Context: an optimization exercise on an open-source flow, tuned for a short achievable clock period and few clock cycles. The choices shown serve that exercise and are no tape-out recipe.
Only simulation tests tie the RTL to the original design; equivalence was not proved.
Power and IR drop assume default switching activity.

==> flow/design.v (excerpt) <==
module cpu (
    input  logic  clk,
    input  logic  arst_n,
    output core_pkg::word_t code_addr,
    input  core_pkg::inst_t code_data,
    output core_pkg::word_t data_addr,
    output core_pkg::word_t data_wdata,
    output logic  data_we,
    output logic  data_re,
    input  core_pkg::word_t data_rdata
);
    logic                d_valid;
    core_pkg::word_t     d_pc;
    core_pkg::inst_t     d_inst;
    logic                d_pred;
    logic                kill;
    logic                redirect;
    core_pkg::word_t     redir_pc;
    core_pkg::reg_addr_t rs1_addr;
    core_pkg::reg_addr_t rs2_addr;
    core_pkg::word_t     rs1_data;
    core_pkg::word_t     rs2_data;
    logic                e_valid, e_wr, e_load, e_store, e_br, e_pred, e_sign, e_bne, e_chk, e_k, e_m8;
    logic [6:0]          e_idx;
    logic                upd, upd_flip;
    logic [6:0]          upd_idx;
    core_pkg::reg_addr_t e_rd;
    core_pkg::word_t     e_alt, e_a, e_b, e_sd;
    logic                e_addi, dz, dz_k;
    core_pkg::word_t     e_nimm, d_alt;
    logic                e_sub, e_logic, e_and, e_or, e_xor, e_fwd_sd;
  ...
Size in the first run: roughly 1500 flip-flops.
make LEC_CHECK=0 ABC_CLOCK_PERIOD_IN_PS=2400 CAP_MARGIN=20 CORE_MARGIN=2 CORE_UTILIZATION=40 SETUP_SLACK_MARGIN=4.6 SLEW_MARGIN=20 TNS_END_PERCENT=100 finish   # period 7.0 ns
run.sh (not shown) runs the stock make flow with config.mk's settings and CLKGATE_MAP_FILE= SYNTH_SCRIPT=/design/flow/synth_recipe.tcl, a recipe that flattens the netlist after the stock synthesis.
Testbench counts at the start, summed over its fixed seeds: cycles 117,417.
Edit:
CORE_UTILIZATION = 50   (was 40)
PLACE_DENSITY = 0.7   (was default)
Combinational power goes up by 5.9%.
Final area is higher by 0.99%.
Worst setup slack got worse by 0.029 ns.
Core utilization climbs by 14 points.

== v10 ==
Another version of the RTL of cpu (not shown whole).
Size: about 5200 cells after synthesis, roughly 1500 flip-flops, ~160 I/O pins, ~72000 sq um of cells after synthesis.
make LEC_CHECK=0 ABC_CLOCK_PERIOD_IN_PS=2400 CAP_MARGIN=20 CORE_MARGIN=2 CORE_UTILIZATION=40 SETUP_SLACK_MARGIN=4.6 SLEW_MARGIN=20 TNS_END_PERCENT=100 finish   # period 7.0 ns
v10 did not stop at any stage, and its layout met the timing, design-rule and antenna checks.
Testbench counts of v10, summed over its fixed seeds: cycles 117,417.
[inputs] v22 vs v10
- CORE_UTILIZATION changed from 40 to 30
==> comparison <==
Against v10, v22 reports a clock-net power that is higher.
[v22 vs v10] final wirelength: higher in v22
Compared with v10, v22 shows a final worst-path setup slack that is 0.069 ns higher.
As far as post-synthesis async set-or-reset flop share goes, v10 and v22 are indistinguishable; the numbers are identical.
For the combinational fraction of design power, v22 came in 0.8 points higher than v10 did.
Diff v22..v10 | TritonCTS sink count | negligible
In v22 relative to v10, final cell count had gone up by more than 10%.
[v22 vs v10] global-route usage: lower in v22
On count of clock-buffer cells in the layout: between v10 and v22, it ends up higher for v10.
In the tables for v10 and v22, first-pass GRT wire length reads lower with v10.
Re design internal power: v10 was lower than v22.
Modified inputs, v7 compared to v22
- swapping 30 for 40 in CORE_UTILIZATION
- swapping 4.6 for 3.8 in SETUP_SLACK_MARGIN
==> run summary <==
Note that the sum of routed wire length over all layers recorded for v22 amounts to 1.12 times the value seen in v7. Diff v22 -> v7 | net count of the finished layout | decrease of 417. Number of instances in the placed design: v7 < v22. Looking at clock group share of total power, v7 sits above v22. From v22 to v7, number of distinct library cell variants in the gate-level netlist after synthesis did not move at all. Final-report max-slew violation count across v22 and v7: no real change. Across both runs, clock power was lower for v7 than for v22. v7 vs. v22: number of clock buffer instances in the layout climbed 8.1%, combinational power dropped about 20%, number of well-tap cells placed dropped about 26%, highest net fanout along the worst path dropped 1.
The following lists how v49 was set up differently from v7:
- a change of SETUP_SLACK_MARGIN from 3.8 to 4.6
==> flow/flow/run.sh (new file) <==
#!/bin/bash
# Own layout flow: the standard flow (standard.sh, same synthesis, same
# settings) except that the port buffers ORFS inserts are buf_6 cells rather
# than the default choice, which here is a delay cell on each port.
set -euo pipefail
bash standard.sh "BUFFER_PORTS_ARGS=-buffer_cell sky130_fd_sc_hd__buf_6" finish > flow_make.log 2>&1
==> flow/standard.sh (new file) <==
#!/bin/bash
# synth_recipe.tcl (not shown) runs the flow's synth.tcl, then flattens the netlist and writes it again
# the make line also repeats each setting of config.mk as NAME=value (left out here)
make -C /OpenROAD-flow-scripts/flow DESIGN_CONFIG=/design/flow/config.mk WORK_HOME=/design/flow/orfs CLKGATE_MAP_FILE= SYNTH_SCRIPT=/design/flow/synth_recipe.tcl "${@:-finish}"
removed: flow/run.sh
## What came out
- Comparing v49 and v7, tightest slew margin relative to the limit is higher on v49.
- Taking v7 as the reference, in v49 number of levels in the clock H-tree comparable, via count now larger, number of buffers inserted during clock tree synthesis now smaller, minimum clock period now larger.
- Total length of routed wires: v49 and v7 compared, lower one is v7
- Comparing v49 and v7, sequential cell area share is higher on v7.
- Proportion of final cell area spent on non-clock buffers: v49 and v7 compared, higher one is v49

==> re-timing with driven ports <==
In the flow no input, the clock included, has a driving cell. The finished layouts below were timed again as built, in two steps. Step 1, drivers: a clkbuf_16 drives clk and a buf_2 each remaining input, both assumed. Step 2 moves the port delays by t, midway between the first and last clock arrival at a register: inputs arrive t later, outputs are due t later. That takes back most of the time a late clock gives input paths. Three values: no drivers, after step 1, after step 2; two values: the first two.
run | t, ns | setup slack, ns | worst setup path at the end | cell pins on the clock port's net
the first run of note 1 | 0.909 | 3.133 / 3.159 / 2.288 | input to register | 1
the second run of note 1 | 0.877 | 3.104 / 3.095 / 2.218 | input to register | 1
v10 | 0.911 | 3.154 / 3.163 / 2.307 | input to register | 1
v22 | 0.915 | 3.223 / 3.232 / 2.373 | input to register | 1
v7 | 0.887 | 3.212 / 3.221 / 2.349 | input to register | 1
v49 | 0.907 | 3.025 / 3.025 / 2.201 | input to register | 1
After both steps every run listed still meets setup and hold. For the second run of note 1, which loses most, drivers alone change the setup slack by -0.009 ns; drivers and shift together by -0.886 ns.
